Context: an optimization exercise on an open-source flow, tuned for small area. The choices shown serve that exercise and are no tape-out recipe. At most, simulation tests tie the RTL to the original design; equivalence was not proved. No functional check of the RTL was part of run 1.

==> flow/design.v, too long to show whole: its modules and the start of the top module <==
// module cbcp_accum: 83 lines
// module cbcp_power: 126 lines
// module cbcp_sumsq: 2218 lines
// module complex_block_correlator_power_top: 86 lines
module complex_block_correlator_power_top #(
    parameter int SAMPLE_BITS = cbcp_pkg::SAMPLE_BITS_DEF
) (
    input  logic                                i_clk,
    input  logic                                i_rst_n,
    input  logic                                i_in_valid,
    output logic                                o_in_stall,
    input  logic signed [SAMPLE_BITS-1:0]       i_sample_real,
    input  logic signed [SAMPLE_BITS-1:0]       i_sample_imag,
    input  logic                                i_end_of_stream,
    output logic                                o_out_valid,
    input  logic                                i_out_stall,
    output logic [cbcp_pkg::BANK_BITS-1:0]      o_filter_index,
    output logic [cbcp_pkg::POWER_BITS-1:0]     o_block_power,
    output logic                                o_last_result
);
  // ...
==> flow/run.sh <==
#!/bin/bash
# synth_recipe.tcl (not shown) runs the flow's synth.tcl, then flattens the netlist and writes it again
# the make line also repeats each setting of config.mk as NAME=value (left out here)
make -C /OpenROAD-flow-scripts/flow DESIGN_CONFIG=/design/flow/config.mk WORK_HOME=/design/flow/orfs CLKGATE_MAP_FILE= SYNTH_SCRIPT=/design/flow/synth_recipe.tcl finish
==> flow/config.mk <==
export PLATFORM = sky130hd
export DESIGN_NAME = complex_block_correlator_power_top
export DESIGN_NICKNAME = complex_block_correlator_power_top
export VERILOG_FILES = /design/flow/design.v
export SDC_FILE = /design/flow/constraint.sdc
export NUM_CORES = 4
export LEC_CHECK = 0
export CAP_MARGIN = 20
export CORE_MARGIN = 2
export CORE_UTILIZATION = 40
export SLEW_MARGIN = 20
==> flow/constraint.sdc <==
create_clock -name core_clock -period 10.0 [get_ports {i_clk}]
set_input_delay 2.0000 -clock core_clock [delete_from_list [all_inputs] [get_ports {i_clk}]]
set_output_delay 2.0000 -clock core_clock [all_outputs]
set_load 0.01 [all_outputs]
==> impl_metrics.env, run 1 <==
export IMPL_p_per_area_nw_per_um2=244
export IMPL_finalWirelength_mm=129
export IMPL_hold_class="register to register"
export IMPL_syn_area_per_cell_um2=8.88
export IMPL_switchingPower_mw=5.17
export IMPL_gp_congestion=0.895
export IMPL_rrSetupSlack_ps=2540
export IMPL_finalPower_mw=11.5
export IMPL_wl_met1_mm=56.6
export IMPL_dieArea_um2=111000
export IMPL_critical_path_class="input port to register"
export IMPL_ant_nets=0
export IMPL_layout_common_cells="inv_1 (436), a21oi_1 (366), nand2_1 (360), ha_1 (360), fa_1 (336)"
export IMPL_path_buf_inv=1
export IMPL_cts_hold_buffers=0
export IMPL_synthAdderAreaFrac_pct=26.0
export IMPL_hold_viol_final=0
export IMPL_clk_share_pct=3.54
export IMPL_overflow=0
export IMPL_nMultiInputCombCells=3780
export IMPL_tightest_slew_ps=1370
export IMPL_synth_top_family_by_area="adder cells"
export IMPL_tns_ps=0
export IMPL_drive_gt1_share_pct=4.36
export IMPL_setup_viol=0
export IMPL_hpwl_mm=96.0
export IMPL_numCtsBuffers=51
export IMPL_yosys_area_share_simple_pct=16.1
export IMPL_clk_pin_slew_ps=60
export IMPL_p_leak_nw=19.5
export IMPL_met3_usage_pct=3.38
export IMPL_synthFlopType="edfxtp_1"
export IMPL_largest_register_ffs=41
export IMPL_regArea_um2=10400
export IMPL_p_seq_mw=2.38
export IMPL_power_group_top="combinational logic"
export IMPL_antenna_found_initial=9
export IMPL_status="timing/DRC/antenna clean"
export IMPL_grt_usage_pct=23.0
export IMPL_tap_cells=1403
==> module cbcp_accum, before the edit <==
module cbcp_accum (
    input  logic                            i_clk,
    input  logic                            i_rst_n,
    input  logic                            i_valid,
    input  logic [cbcp_pkg::POS_BITS-1:0]   i_pos,
    input  logic signed [15:0]              i_x,
    output logic signed [cbcp_pkg::W0-1:0]  o_acc0,
    output logic signed [cbcp_pkg::W1-1:0]  o_acc1,
    output logic signed [cbcp_pkg::W2-1:0]  o_acc2,
    output logic signed [cbcp_pkg::W3-1:0]  o_acc3
);
    logic signed [cbcp_pkg::W0-1:0] r_acc0;
    logic signed [cbcp_pkg::W1-1:0] r_acc1;
    logic signed [cbcp_pkg::W2-1:0] r_acc2;
    logic signed [cbcp_pkg::W3-1:0] r_acc3;
    logic signed [cbcp_pkg::W0-1:0] n_acc0;
    logic signed [cbcp_pkg::W1-1:0] n_acc1;
    logic signed [cbcp_pkg::W2-1:0] n_acc2;
    logic signed [cbcp_pkg::W3-1:0] n_acc3;
    logic signed [cbcp_pkg::W3-1:0] x1, x2, x3, x4;
    assign x1 = cbcp_pkg::W3'(i_x);
    assign x2 = x1 <<< 1;
    assign x3 = x1 + x2;
    assign x4 = x1 <<< 2;
    always_comb begin
        case (i_pos[0])
            1'b0:    n_acc0 = cbcp_pkg::W0'(x1);
            default: n_acc0 = r_acc0 - cbcp_pkg::W0'(x1);
        endcase
    end
    always_comb begin
        case (i_pos[1:0])
            2'd0:    n_acc1 = cbcp_pkg::W1'(x1);
            2'd1:    n_acc1 = r_acc1 + cbcp_pkg::W1'(x2);
            2'd2:    n_acc1 = r_acc1 - cbcp_pkg::W1'(x1);
            default: n_acc1 = r_acc1 - cbcp_pkg::W1'(x2);
        endcase
    end
    always_comb begin
        case (i_pos[2:0])
            3'd0:    n_acc2 = cbcp_pkg::W2'(x1);
            3'd1:    n_acc2 = r_acc2 + cbcp_pkg::W2'(x2);
            3'd2:    n_acc2 = r_acc2 + cbcp_pkg::W2'(x1);
            3'd4:    n_acc2 = r_acc2 - cbcp_pkg::W2'(x1);
            3'd5:    n_acc2 = r_acc2 - cbcp_pkg::W2'(x2);
            3'd6:    n_acc2 = r_acc2 - cbcp_pkg::W2'(x1);
            default: n_acc2 = r_acc2;
        endcase
    end
    always_comb begin
        logic signed [cbcp_pkg::W3-1:0] t;
        case (i_pos[2:0])
            3'd0, 3'd6: t = x1;
            3'd1, 3'd5: t = x2;
            3'd2, 3'd4: t = x3;
            3'd3:       t = x4;
            default:    t = '0;
        endcase
        if (i_pos == 4'd0)
            n_acc3 = t;
        else if (i_pos[3])
            n_acc3 = r_acc3 - t;
        else
            n_acc3 = r_acc3 + t;
    end
    always_ff @(posedge i_clk) begin
        if (!i_rst_n) begin
            r_acc0 <= '0;
            r_acc1 <= '0;
            r_acc2 <= '0;
            r_acc3 <= '0;
        end else if (i_valid) begin
            r_acc0 <= n_acc0;
            r_acc1 <= n_acc1;
            r_acc2 <= n_acc2;
            r_acc3 <= n_acc3;
        end
    end
    assign o_acc0 = r_acc0;
    assign o_acc1 = r_acc1;
    assign o_acc2 = r_acc2;
    assign o_acc3 = r_acc3;
endmodule
==> module cbcp_power, before the edit <==
module cbcp_power (
    input  logic                                i_clk,
    input  logic                                i_rst_n,
    input  logic                                i_load,
    input  logic [cbcp_pkg::W0-1:0]             i_re0,
    input  logic [cbcp_pkg::W1-1:0]             i_re1,
    input  logic [cbcp_pkg::W2-1:0]             i_re2,
    input  logic [cbcp_pkg::W3-1:0]             i_re3,
    input  logic [cbcp_pkg::W0-1:0]             i_im0,
    input  logic [cbcp_pkg::W1-1:0]             i_im1,
    input  logic [cbcp_pkg::W2-1:0]             i_im2,
    input  logic [cbcp_pkg::W3-1:0]             i_im3,
    output logic                                o_busy,
    output logic                                o_valid,
    input  logic                                i_stall,
    output logic [cbcp_pkg::BANK_BITS-1:0]      o_filter_index,
    output logic [cbcp_pkg::POWER_BITS-1:0]     o_block_power,
    output logic                                o_last_result
);
    localparam int OB = cbcp_pkg::OP_BITS;
    logic [cbcp_pkg::W0-1:0] r_snap_re0, r_snap_im0;
    logic [cbcp_pkg::W1-1:0] r_snap_re1, r_snap_im1;
    logic [cbcp_pkg::W2-1:0] r_snap_re2, r_snap_im2;
    logic [cbcp_pkg::W3-1:0] r_snap_re3, r_snap_im3;
    logic                              r_busy;
    logic [cbcp_pkg::BANK_BITS-1:0]    r_idx;
    logic                              r_a_valid;
    logic [cbcp_pkg::BANK_BITS-1:0]    r_a_idx;
    logic [OB-2:0]                     r_a_re;
    logic [OB-2:0]                     r_a_im;
    logic                              r_out_valid;
    logic [cbcp_pkg::BANK_BITS-1:0]    r_out_idx;
    logic [40:0]                       r_out_half;
    logic                              w_b_adv;
    logic                              w_a_free;
    logic                              w_issue;
    logic signed [OB-1:0]              w_sel_re;
    logic signed [OB-1:0]              w_sel_im;
    logic [OB-2:0]                     w_mag_re;
    logic [OB-2:0]                     w_mag_im;
    logic [40:0]                       w_sum;
    assign w_b_adv  = !r_out_valid || !i_stall;
    assign w_a_free = !r_a_valid || w_b_adv;
    assign w_issue  = r_busy && w_a_free;
    always_comb begin
        case (r_idx)
            2'd0: begin
                w_sel_re = {{(OB-cbcp_pkg::W0-1){r_snap_re0[cbcp_pkg::W0-1]}}, r_snap_re0, 1'b0};
                w_sel_im = {{(OB-cbcp_pkg::W0-1){r_snap_im0[cbcp_pkg::W0-1]}}, r_snap_im0, 1'b0};
            end
            2'd1: begin
                w_sel_re = {{(OB-cbcp_pkg::W1){r_snap_re1[cbcp_pkg::W1-1]}}, r_snap_re1};
                w_sel_im = {{(OB-cbcp_pkg::W1){r_snap_im1[cbcp_pkg::W1-1]}}, r_snap_im1};
            end
            2'd2: begin
                w_sel_re = {{(OB-cbcp_pkg::W2-1){r_snap_re2[cbcp_pkg::W2-1]}}, r_snap_re2, 1'b0};
                w_sel_im = {{(OB-cbcp_pkg::W2-1){r_snap_im2[cbcp_pkg::W2-1]}}, r_snap_im2, 1'b0};
            end
            default: begin
                w_sel_re = r_snap_re3;
                w_sel_im = r_snap_im3;
            end
        endcase
    end
    assign w_mag_re = (w_sel_re[OB-2:0] ^ {(OB-1){w_sel_re[OB-1]}}) + (OB-1)'(w_sel_re[OB-1]);
    assign w_mag_im = (w_sel_im[OB-2:0] ^ {(OB-1){w_sel_im[OB-1]}}) + (OB-1)'(w_sel_im[OB-1]);
    cbcp_sumsq u_sumsq (
        .a (r_a_re),
        .b (r_a_im),
        .s (w_sum)
    );
    always_ff @(posedge i_clk) begin
        if (i_load) begin
            r_snap_re0 <= i_re0;  r_snap_im0 <= i_im0;
            r_snap_re1 <= i_re1;  r_snap_im1 <= i_im1;
            r_snap_re2 <= i_re2;  r_snap_im2 <= i_im2;
            r_snap_re3 <= i_re3;  r_snap_im3 <= i_im3;
        end
    end
    always_ff @(posedge i_clk) begin
        if (!i_rst_n) begin
            r_busy <= 1'b0;
            r_idx  <= '0;
        end else if (i_load) begin
            r_busy <= 1'b1;
            r_idx  <= '0;
        end else if (w_issue) begin
            r_idx <= r_idx + 1'b1;
            if (r_idx == cbcp_pkg::LAST_BANK) begin
                r_busy <= 1'b0;
            end
        end
    end
    always_ff @(posedge i_clk) begin
        if (!i_rst_n) begin
            r_a_valid <= 1'b0;
        end else if (w_a_free) begin
            r_a_valid <= w_issue;
        end
    end
    always_ff @(posedge i_clk) begin
        if (w_issue) begin
            r_a_idx <= r_idx;
            r_a_re  <= w_mag_re;
            r_a_im  <= w_mag_im;
        end
    end
    always_ff @(posedge i_clk) begin
        if (!i_rst_n) begin
            r_out_valid <= 1'b0;
        end else if (w_b_adv) begin
            r_out_valid <= r_a_valid;
        end
    end
    always_ff @(posedge i_clk) begin
        if (w_b_adv && r_a_valid) begin
            r_out_idx  <= r_a_idx;
            r_out_half <= w_sum[40:0];
        end
    end
    assign o_busy         = r_busy;
    assign o_valid        = r_out_valid;
    assign o_filter_index = r_out_idx;
    assign o_block_power  = {2'b00, r_out_half, 1'b0};
    assign o_last_result  = r_out_idx == cbcp_pkg::LAST_BANK;
endmodule
==> module complex_block_correlator_power_top, before the edit <==
module complex_block_correlator_power_top #(
    parameter int SAMPLE_BITS = cbcp_pkg::SAMPLE_BITS_DEF
) (
    input  logic                                i_clk,
    input  logic                                i_rst_n,
    input  logic                                i_in_valid,
    output logic                                o_in_stall,
    input  logic signed [SAMPLE_BITS-1:0]       i_sample_real,
    input  logic signed [SAMPLE_BITS-1:0]       i_sample_imag,
    input  logic                                i_end_of_stream,
    output logic                                o_out_valid,
    input  logic                                i_out_stall,
    output logic [cbcp_pkg::BANK_BITS-1:0]      o_filter_index,
    output logic [cbcp_pkg::POWER_BITS-1:0]     o_block_power,
    output logic                                o_last_result
);
    logic                          r_in_eos;
    logic [cbcp_pkg::POS_BITS-1:0] r_pos;
    logic                          w_hold;
    logic                          w_accept;
    logic                          w_busy;
    logic                          w_load;
    logic signed [cbcp_pkg::W0-1:0] re0, im0;
    logic signed [cbcp_pkg::W1-1:0] re1, im1;
    logic signed [cbcp_pkg::W2-1:0] re2, im2;
    logic signed [cbcp_pkg::W3-1:0] re3, im3;
    assign w_hold     = r_in_eos && w_busy;
    assign o_in_stall = w_hold;
    assign w_accept   = i_in_valid && !w_hold;
    assign w_load     = r_in_eos && !w_busy;
    always_ff @(posedge i_clk) begin
        if (!i_rst_n) begin
            r_in_eos <= 1'b0;
        end else if (!w_hold) begin
            r_in_eos <= i_in_valid && i_end_of_stream;
        end
    end
    always_ff @(posedge i_clk) begin
        if (!i_rst_n) begin
            r_pos <= '0;
        end else if (w_accept) begin
            r_pos <= i_end_of_stream ? '0 : r_pos + 1'b1;
        end
    end
    cbcp_accum u_acc_re (
        .i_clk   (i_clk),
        .i_rst_n (i_rst_n),
        .i_valid (w_accept),
        .i_pos   (r_pos),
        .i_x     (i_sample_real),
        .o_acc0  (re0),
        .o_acc1  (re1),
        .o_acc2  (re2),
        .o_acc3  (re3)
    );
    cbcp_accum u_acc_im (
        .i_clk   (i_clk),
        .i_rst_n (i_rst_n),
        .i_valid (w_accept),
        .i_pos   (r_pos),
        .i_x     (i_sample_imag),
        .o_acc0  (im0),
        .o_acc1  (im1),
        .o_acc2  (im2),
        .o_acc3  (im3)
    );
    cbcp_power u_power (
        .i_clk          (i_clk),
        .i_rst_n        (i_rst_n),
        .i_load         (w_load),
        .i_re0          (re0),
        .i_re1          (re1),
        .i_re2          (re2),
        .i_re3          (re3),
        .i_im0          (im0),
        .i_im1          (im1),
        .i_im2          (im2),
        .i_im3          (im3),
        .o_busy         (w_busy),
        .o_valid        (o_out_valid),
        .i_stall        (i_out_stall),
        .o_filter_index (o_filter_index),
        .o_block_power  (o_block_power),
        .o_last_result  (o_last_result)
    );
endmodule
==> run 2: changes to the inputs <==
--- a/flow/design.v
+++ b/flow/design.v
@@ -10,74 +10,107 @@
     localparam int W2 = 19;
     localparam int W3 = 21;
     localparam int OP_BITS = 21;
+    localparam int CTL_BITS = 10;
+    localparam int C_P0   = 0;
+    localparam int C_P1   = 1;
+    localparam int C_P2   = 2;
+    localparam int C_P3   = 3;
+    localparam int C_K1   = 4;
+    localparam int C_K2   = 5;
+    localparam int C_K3   = 6;
+    localparam int C_B2X2 = 7;
+    localparam int C_B3X2 = 8;
+    localparam int C_B3X4 = 9;
+    function automatic logic [CTL_BITS-1:0] ctl_of(input logic [POS_BITS-1:0] p);
+        logic [CTL_BITS-1:0] c;
+        c[C_P0]   = p[0];
+        c[C_P1]   = p[1];
+        c[C_P2]   = p[2];
+        c[C_P3]   = p[3];
+        c[C_K1]   = p[1:0] != 2'd0;
+        c[C_K2]   = p[2:0] != 3'd0;
+        c[C_K3]   = p != 4'd0;
+        c[C_B2X2] = p[1:0] == 2'd1;
+        c[C_B3X2] = p[2:0] == 3'd1 || p[2:0] == 3'd2 || p[2:0] == 3'd4 || p[2:0] == 3'd5;
+        c[C_B3X4] = p[2:0] == 3'd3;
+        ctl_of = c;
+    endfunction
     localparam logic [BANK_BITS-1:0] LAST_BANK = BANK_BITS'(NUM_BANKS - 1);
 endpackage
 `timescale 1ns / 1ps
+module cbcp_add #(
+    parameter int W = 8,
+    parameter int K = 8
+) (
+    input  logic [W-1:0] a,
+    input  logic [W-1:0] b,
+    input  logic         ci,
+    output logic [W-1:0] s
+);
+    logic [W:0] c;
+    assign c[0] = ci;
+    for (genvar i = 0; i < K; i++) begin : g_lo
+        assign s[i]   = a[i] ^ b[i] ^ c[i];
+        assign c[i+1] = (a[i] & b[i]) | (a[i] & c[i]) | (b[i] & c[i]);
+    end
+    if (K < W) begin : g_sel
+        logic [W:K] c0, c1;
+        logic [W-1:K] s0, s1;
+        assign c0[K] = 1'b0;
+        assign c1[K] = 1'b1;
+        for (genvar i = K; i < W; i++) begin : g_hi
+            assign s0[i]   = a[i] ^ b[i] ^ c0[i];
+            assign c0[i+1] = (a[i] & b[i]) | (a[i] & c0[i]) | (b[i] & c0[i]);
+            assign s1[i]   = a[i] ^ b[i] ^ c1[i];
+            assign c1[i+1] = (a[i] & b[i]) | (a[i] & c1[i]) | (b[i] & c1[i]);
+        end
+        assign s[W-1:K] = c[K] ? s1 : s0;
+    end
+endmodule
 module cbcp_accum (
     input  logic                            i_clk,
     input  logic                            i_rst_n,
     input  logic                            i_valid,
-    input  logic [cbcp_pkg::POS_BITS-1:0]   i_pos,
+    input  logic [cbcp_pkg::CTL_BITS-1:0]   i_ctl,
     input  logic signed [15:0]              i_x,
     output logic signed [cbcp_pkg::W0-1:0]  o_acc0,
     output logic signed [cbcp_pkg::W1-1:0]  o_acc1,
     output logic signed [cbcp_pkg::W2-1:0]  o_acc2,
     output logic signed [cbcp_pkg::W3-1:0]  o_acc3
 );
-    logic signed [cbcp_pkg::W0-1:0] r_acc0;
-    logic signed [cbcp_pkg::W1-1:0] r_acc1;
-    logic signed [cbcp_pkg::W2-1:0] r_acc2;
-    logic signed [cbcp_pkg::W3-1:0] r_acc3;
-    logic signed [cbcp_pkg::W0-1:0] n_acc0;
-    logic signed [cbcp_pkg::W1-1:0] n_acc1;
-    logic signed [cbcp_pkg::W2-1:0] n_acc2;
-    logic signed [cbcp_pkg::W3-1:0] n_acc3;
-    logic signed [cbcp_pkg::W3-1:0] x1, x2, x3, x4;
-    assign x1 = cbcp_pkg::W3'(i_x);
-    assign x2 = x1 <<< 1;
-    assign x3 = x1 + x2;
-    assign x4 = x1 <<< 2;
-    always_comb begin
-        case (i_pos[0])
-            1'b0:    n_acc0 = cbcp_pkg::W0'(x1);
-            default: n_acc0 = r_acc0 - cbcp_pkg::W0'(x1);
-        endcase
-    end
-    always_comb begin
-        case (i_pos[1:0])
-            2'd0:    n_acc1 = cbcp_pkg::W1'(x1);
-            2'd1:    n_acc1 = r_acc1 + cbcp_pkg::W1'(x2);
-            2'd2:    n_acc1 = r_acc1 - cbcp_pkg::W1'(x1);
-            default: n_acc1 = r_acc1 - cbcp_pkg::W1'(x2);
-        endcase
-    end
-    always_comb begin
-        case (i_pos[2:0])
-            3'd0:    n_acc2 = cbcp_pkg::W2'(x1);
-            3'd1:    n_acc2 = r_acc2 + cbcp_pkg::W2'(x2);
-            3'd2:    n_acc2 = r_acc2 + cbcp_pkg::W2'(x1);
-            3'd4:    n_acc2 = r_acc2 - cbcp_pkg::W2'(x1);
-            3'd5:    n_acc2 = r_acc2 - cbcp_pkg::W2'(x2);
-            3'd6:    n_acc2 = r_acc2 - cbcp_pkg::W2'(x1);
-            default: n_acc2 = r_acc2;
-        endcase
-    end
-    always_comb begin
-        logic signed [cbcp_pkg::W3-1:0] t;
-        case (i_pos[2:0])
-            3'd0, 3'd6: t = x1;
-            3'd1, 3'd5: t = x2;
-            3'd2, 3'd4: t = x3;
-            3'd3:       t = x4;
-            default:    t = '0;
-        endcase
-        if (i_pos == 4'd0)
-            n_acc3 = t;
-        else if (i_pos[3])
-            n_acc3 = r_acc3 - t;
-        else
-            n_acc3 = r_acc3 + t;
+    localparam int W0 = cbcp_pkg::W0;
+    localparam int W1 = cbcp_pkg::W1;
+    localparam int W2 = cbcp_pkg::W2;
+    localparam int W3 = cbcp_pkg::W3;
+    logic [W0-1:0] r_acc0, n_acc0, a0, b0;
+    logic [W1-1:0] r_acc1, n_acc1, a1, b1;
+    logic [W2-1:0] r_acc2, n_acc2, a2, b2;
+    logic [W3-1:0] r_acc3, n_acc3, a3, t31, t32, b31, b32, cs_s, cs_c;
+    logic [W3-1:0] x1, x2, x4;
+    assign x1 = W3'(i_x);
+    assign x2 = x1 << 1;
+    assign x4 = x1 << 2;
+    assign a0 = i_ctl[cbcp_pkg::C_P0] ? r_acc0 : '0;
+    assign b0 = W0'(x1) ^ {W0{i_ctl[cbcp_pkg::C_P0]}};
+    cbcp_add #(.W(W0), .K(15)) u_add0 (.a(a0), .b(b0), .ci(i_ctl[cbcp_pkg::C_P0]), .s(n_acc0));
+    assign a1 = i_ctl[cbcp_pkg::C_K1] ? r_acc1 : '0;
+    assign b1 = (i_ctl[cbcp_pkg::C_P0] ? W1'(x2) : W1'(x1)) ^ {W1{i_ctl[cbcp_pkg::C_P1]}};
+    cbcp_add #(.W(W1), .K(15)) u_add1 (.a(a1), .b(b1), .ci(i_ctl[cbcp_pkg::C_P1]), .s(n_acc1));
+    assign a2 = i_ctl[cbcp_pkg::C_K2] ? r_acc2 : '0;
+    assign b2 = (!i_ctl[cbcp_pkg::C_P0] ? W2'(x1) : i_ctl[cbcp_pkg::C_B2X2] ? W2'(x2) : '0)
+                ^ {W2{i_ctl[cbcp_pkg::C_P2]}};
+    cbcp_add #(.W(W2), .K(15)) u_add2 (.a(a2), .b(b2), .ci(i_ctl[cbcp_pkg::C_P2]), .s(n_acc2));
+    assign a3  = i_ctl[cbcp_pkg::C_K3] ? r_acc3 : '0;
+    assign t31 = !i_ctl[cbcp_pkg::C_P0] ? x1 : '0;
+    assign t32 = i_ctl[cbcp_pkg::C_B3X4] ? x4 : i_ctl[cbcp_pkg::C_B3X2] ? x2 : '0;
+    assign b31 = t31 ^ {W3{i_ctl[cbcp_pkg::C_P3]}};
+    assign b32 = t32 ^ {W3{i_ctl[cbcp_pkg::C_P3]}};
+    for (genvar i = 0; i < W3; i++) begin : g_csa
+        assign cs_s[i] = a3[i] ^ b31[i] ^ b32[i];
+        assign cs_c[i] = (a3[i] & b31[i]) | (a3[i] & b32[i]) | (b31[i] & b32[i]);
     end
+    cbcp_add #(.W(W3), .K(14)) u_add3 (.a(cs_s), .b({cs_c[W3-2:0], i_ctl[cbcp_pkg::C_P3]}),
+                                       .ci(i_ctl[cbcp_pkg::C_P3]), .s(n_acc3));
     always_ff @(posedge i_clk) begin
         if (!i_rst_n) begin
             r_acc0 <= '0;
@@ -161,8 +194,8 @@
             end
         endcase
     end
-    assign w_mag_re = (w_sel_re[OB-2:0] ^ {(OB-1){w_sel_re[OB-1]}}) + (OB-1)'(w_sel_re[OB-1]);
-    assign w_mag_im = (w_sel_im[OB-2:0] ^ {(OB-1){w_sel_im[OB-1]}}) + (OB-1)'(w_sel_im[OB-1]);
+    cbcp_abs #(.W(OB)) u_abs_re (.x(w_sel_re), .m(w_mag_re));
+    cbcp_abs #(.W(OB)) u_abs_im (.x(w_sel_im), .m(w_mag_im));
     cbcp_sumsq u_sumsq (
         .a (r_a_re),
         .b (r_a_im),
@@ -223,6 +256,21 @@
     assign o_block_power  = {2'b00, r_out_half, 1'b0};
     assign o_last_result  = r_out_idx == cbcp_pkg::LAST_BANK;
 endmodule
+module cbcp_abs #(
+    parameter int W = 8
+) (
+    input  logic [W-1:0] x,
+    output logic [W-2:0] m
+);
+    logic [W-1:0] c;
+    logic [W-2:0] y;
+    assign y    = x[W-2:0] ^ {(W-1){x[W-1]}};
+    assign c[0] = x[W-1];
+    for (genvar i = 0; i < W-1; i++) begin : g_bit
+        assign m[i]   = y[i] ^ c[i];
+        assign c[i+1] = y[i] & c[i];
+    end
+endmodule
 module cbcp_sumsq (
     input  logic [19:0] a,
     input  logic [19:0] b,
@@ -2460,6 +2508,8 @@
 );
     logic                          r_in_eos;
     logic [cbcp_pkg::POS_BITS-1:0] r_pos;
+    logic [cbcp_pkg::CTL_BITS-1:0] r_ctl;
+    logic [cbcp_pkg::POS_BITS-1:0] w_pos_next;
     logic                          w_hold;
     logic                          w_accept;
     logic                          w_busy;
@@ -2479,18 +2529,21 @@
             r_in_eos <= i_in_valid && i_end_of_stream;
         end
     end
+    assign w_pos_next = i_end_of_stream ? '0 : r_pos + 1'b1;
     always_ff @(posedge i_clk) begin
         if (!i_rst_n) begin
             r_pos <= '0;
+            r_ctl <= cbcp_pkg::ctl_of('0);
         end else if (w_accept) begin
-            r_pos <= i_end_of_stream ? '0 : r_pos + 1'b1;
+            r_pos <= w_pos_next;
+            r_ctl <= cbcp_pkg::ctl_of(w_pos_next);
         end
     end
     cbcp_accum u_acc_re (
         .i_clk   (i_clk),
         .i_rst_n (i_rst_n),
         .i_valid (w_accept),
-        .i_pos   (r_pos),
+        .i_ctl   (r_ctl),
         .i_x     (i_sample_real),
         .o_acc0  (re0),
         .o_acc1  (re1),
@@ -2501,7 +2554,7 @@
         .i_clk   (i_clk),
         .i_rst_n (i_rst_n),
         .i_valid (w_accept),
-        .i_pos   (r_pos),
+        .i_ctl   (r_ctl),
         .i_x     (i_sample_imag),
         .o_acc0  (im0),
         .o_acc1  (im1),
==> impl_metrics.env, run 2 <==
export IMPL_status="timing/DRC/antenna clean"
export IMPL_crit_required_ps=10520
export IMPL_dieArea_um2=90400
export IMPL_top_register="u_power.r_out_half"
export IMPL_gp_congestion=0.817
export IMPL_cts_resized=0
export IMPL_grt_pass1_vias=24200
export IMPL_syn_area_per_cell_um2=10.2
export IMPL_synth_cell_type_count=68
export IMPL_timing_rr_start="r_pos[0]$_SDFFE_PN0P_"
export IMPL_final_min_clock_period_ps=9560
export IMPL_hpwl_mm=61.6
export IMPL_slew_headroom_pct=30.4
export IMPL_max_clock_freq_ghz=0.105
export IMPL_synth_area_leaders="fa_1 (27%), edfxtp_1 (20%), dfxtp_1 (9.6%), ha_1 (6.7%), and2_1 (6.3%)"
export IMPL_setup_ws_ps=443
export IMPL_cp_max_fo=3
export IMPL_fillers=8350
export IMPL_post_dp_cell_area_um2=37200
export IMPL_layout_common_cells="fa_1 (468), inv_1 (364), and2_1 (356)"
export IMPL_numClockSinks=405
export IMPL_crit_start="i_sample_real[1]"
export IMPL_worst_ir_drop_vdd_mv=0.327
export IMPL_p_leak_nw=15.8
export IMPL_cts_tree="yes"
export IMPL_fin_skew_ps=31.4
export IMPL_io_buffers=82
export IMPL_largest_register_ffs=41
export IMPL_drt_initial_drc_count=1478
export IMPL_post_route_period_util_pct=95.6
export IMPL_rrSetupSlack_ps=1250
export IMPL_min_to="u_power.r_snap_re1[13]$_DFFE_PP_"
export IMPL_grt_usage_pct=19.7
export IMPL_ant_nets=0
export IMPL_layout_nets=4129
export IMPL_synth_warnings=3
export IMPL_setup_viol=0
export IMPL_ios=86
export IMPL_holdPathStages=0
export IMPL_rr_endpoint="u_acc_im.r_acc3[20]$_SDFFE_PN0P_"
export IMPL_cts_htree_levels=2
export IMPL_root_buffer="clkbuf_16"
export IMPL_fp_dieW_um=301
export IMPL_final_area_um2=38800
export IMPL_syn_inst=3447
export IMPL_synth_top_area_share_pct=26.6
export IMPL_via_per_inst=5.09
export IMPL_cp_arrival_ps=10080
export IMPL_wire_per_inst_um=18.7
export IMPL_finalWirelength_mm=86.6
export IMPL_min_from="u_acc_re.r_acc1[13]$_SDFFE_PN0P_"
export IMPL_regArea_um2=10500
export IMPL_drc=0
export IMPL_die_height_um=301
export IMPL_hold_class="register to register"
export IMPL_antenna_found_initial=0
export IMPL_cts_buffer_depth=3
export IMPL_synth_edf_count=237
export IMPL_finalHoldWorstSlack_ps=446
export IMPL_synth_area_um2=35200
export IMPL_finalPower_mw=11.4
export IMPL_yosysSeqAreaShare_pct=29.8
export IMPL_r2r_cells=27
export IMPL_final_common_cell="fa_1"
export IMPL_start_util_pct=40.4
export IMPL_grt_pass1_wl_mm=140
export IMPL_synth_seq_cells=405
export IMPL_cts_hold_buffers=0
export IMPL_rsz0062_at_grt="no"
export IMPL_hold_viol_final=0
export IMPL_critPathCaptureType="register"
export IMPL_critical_path_class="input port to register"
export IMPL_numCtsBuffers=46
export IMPL_synthFlopType="edfxtp_1"
export IMPL_grt_start_max_net_pins=85
export IMPL_multi_input_area_um2=22600
export IMPL_cap_violations=0
export IMPL_p_per_area_nw_per_um2=292
export IMPL_overflow=0
export IMPL_dp_slack_ps=-177
export IMPL_post_cts_buffers=0
export IMPL_yosysMostFrequentCell="fa_1"
export IMPL_via_count=23600
export IMPL_synth_top_area_cell="fa_1"
export IMPL_antenna_cells=0
export IMPL_core_area_um2=87000
export IMPL_num_rows=108
export IMPL_area_delta_synth_final_pct=10.4
export IMPL_clk_pin_slew_ps=60
export IMPL_tightest_slew_ps=1040
export IMPL_clock_latency_ps=610
export IMPL_post_route_util_pct=44.6
export IMPL_async_flop_share_pct=0
export IMPL_synthTopCellsByCount="fa_1 (468), inv_1 (365), and2_1 (357)"
export IMPL_firstDrtPassIters=7
export IMPL_cp_start_kind="input port"
export IMPL_drive_gt1_share_pct=4.72
export IMPL_slew_viol_final=0
-- run 2: cell types whose count changed after synthesis, moves of 46 or more --
| cell | previous run | this run |
|---|---|---|
| inv_1 | 437 | 365 |
| nor2_1 | 312 | 190 |
| nor3_1 | 88 | 10 |
| a31oi_1 | 55 | 9 |
| o21ai_0 | 266 | 57 |
| a21oi_1 | 368 | 221 |
| and2_1 | 300 | 357 |
| ha_1 | 363 | 189 |
| fa_1 | 336 | 468 |
| nand3_1 | 82 | 21 |
| xnor2_1 | 324 | 171 |
-- run 2: how the worst max path moves through the flow --
stage	end	slack (ps)
2_1_floorplan	u_acc_re.r_acc3[20]$_SDFFE_PN0P_	920
3_3_place_gp	u_acc_re.r_acc3[20]$_SDFFE_PN0P_	-90
5_1_grt	u_acc_re.r_acc3[20]$_SDFFE_PN0P_	80
4_1_cts	u_acc_im.r_acc3[20]$_SDFFE_PN0P_	500
3_5_place_dp	u_acc_im.r_acc3[20]$_SDFFE_PN0P_	-180
6_report	u_acc_re.r_acc3[20]$_SDFFE_PN0P_	440
-- run 2: report_power, final --
group / internal, mW / switching, mW / total [mW]
registers: 2.30 / 0.129 / 2.43
logic: 2.99 / 4.11 / 7.10
clock network: 1.07 / 0.755 / 1.82
total: 6.36 / 4.99 / 11.4
-- run 2: through the flow --
step | std cells | setup TNS (ps)
4_1_cts | 4628 | 0
5_1_grt | 4628 | 0
3_3_place_gp | 4542 | -196
6_report | 4628 | 0
3_5_place_dp | 4542 | -501
2_1_floorplan | 3449 | 0
-- run 2: layer usage --
metal / wire (µm) / vias to the layer above / GRT usage, %
met5: 0 / - / 0
met4: 1490 / 0 / 3.99
met3: 4770 / 104 / 2.71
met2: 40200 / 555 / 32.5
met1: 40100 / 11700 / 27.7
li1: - / 11200 / -
-- run 2: cell families (layout without fill, tap and decap cells) --
group | Yosys count | in the layout | share of synthesized area (%)
AOI/OAI and AO/OA | 534 | 534 | 9.73
xor gates and xnor gates | 267 | 267 | 6.67
adders and majority gates | 657 | 657 | 33.3
buffers and inverters | 582 | 606 | 6.26
DFF | 405 | 405 | 29.8
muxes | 9 | 9 | 0.256
other | 1 | 3 | 0.0107
and+or+nand+nor | 992 | 992 | 14.0
-- run 2: layout make-up --
class,instances,area share [%]
clock buffers,62,3.30
clock inverters,24,0.863
inverters,368,3.56
multi-input cells,2462,58.1
flip-flops and latches,405,27.0
well taps,1155,3.72
repair buffers,152,3.47
-- run 2: worst max-delay path, cell delays in order --
cell,delay [ps]
clkdlybuf4s50_1,480
ha_1,160
xor2_1,190
fa_1,460
nand3b_1,180
a21o_1,200
fa_1,400
fa_1,410
fa_1,410
fa_1,430
fa_1,420
fa_1,410
fa_1,410
fa_1,400
fa_1,400
fa_1,420
fa_1,400
fa_1,430
nor2_1,160
o31ai_1,110
buf_4,150
a21oi_1,200
nor2_1,90
or3_1,310
a21oi_1,160
xnor2_1,90
a211oi_1,210

static timing again, ports no longer ideal:
In the flow no input, the clock included, has a driving cell. The finished layouts below were timed again as built, in two steps.
Step 1, drivers: a clkbuf_16 drives i_clk and a buf_2 each remaining input, both assumed.
Step 2, shift: input delay + t, output delay - t, t = (earliest + latest rising clock arrival at the registers) / 2. This alone moves slack from input paths to output paths.
a / b / c = ideal ports / drivers / drivers and shift; a / b = the first two.
| run | t, ns | setup slack, ns | clock arrival spread, ns |
|---|---|---|---|
| run 1 | 0.726 | 2.393 / 2.358 / 1.633 | 0.069 / 0.069 |
| run 2 | 0.661 | 0.443 / 0.482 / -0.179 | 0.037 / 0.037 |
With both steps, setup timing fails in run 2, where it was met with ideal ports. For run 1, which loses most, drivers alone change the setup slack by -0.035 ns; drivers and shift together by -0.760 ns.
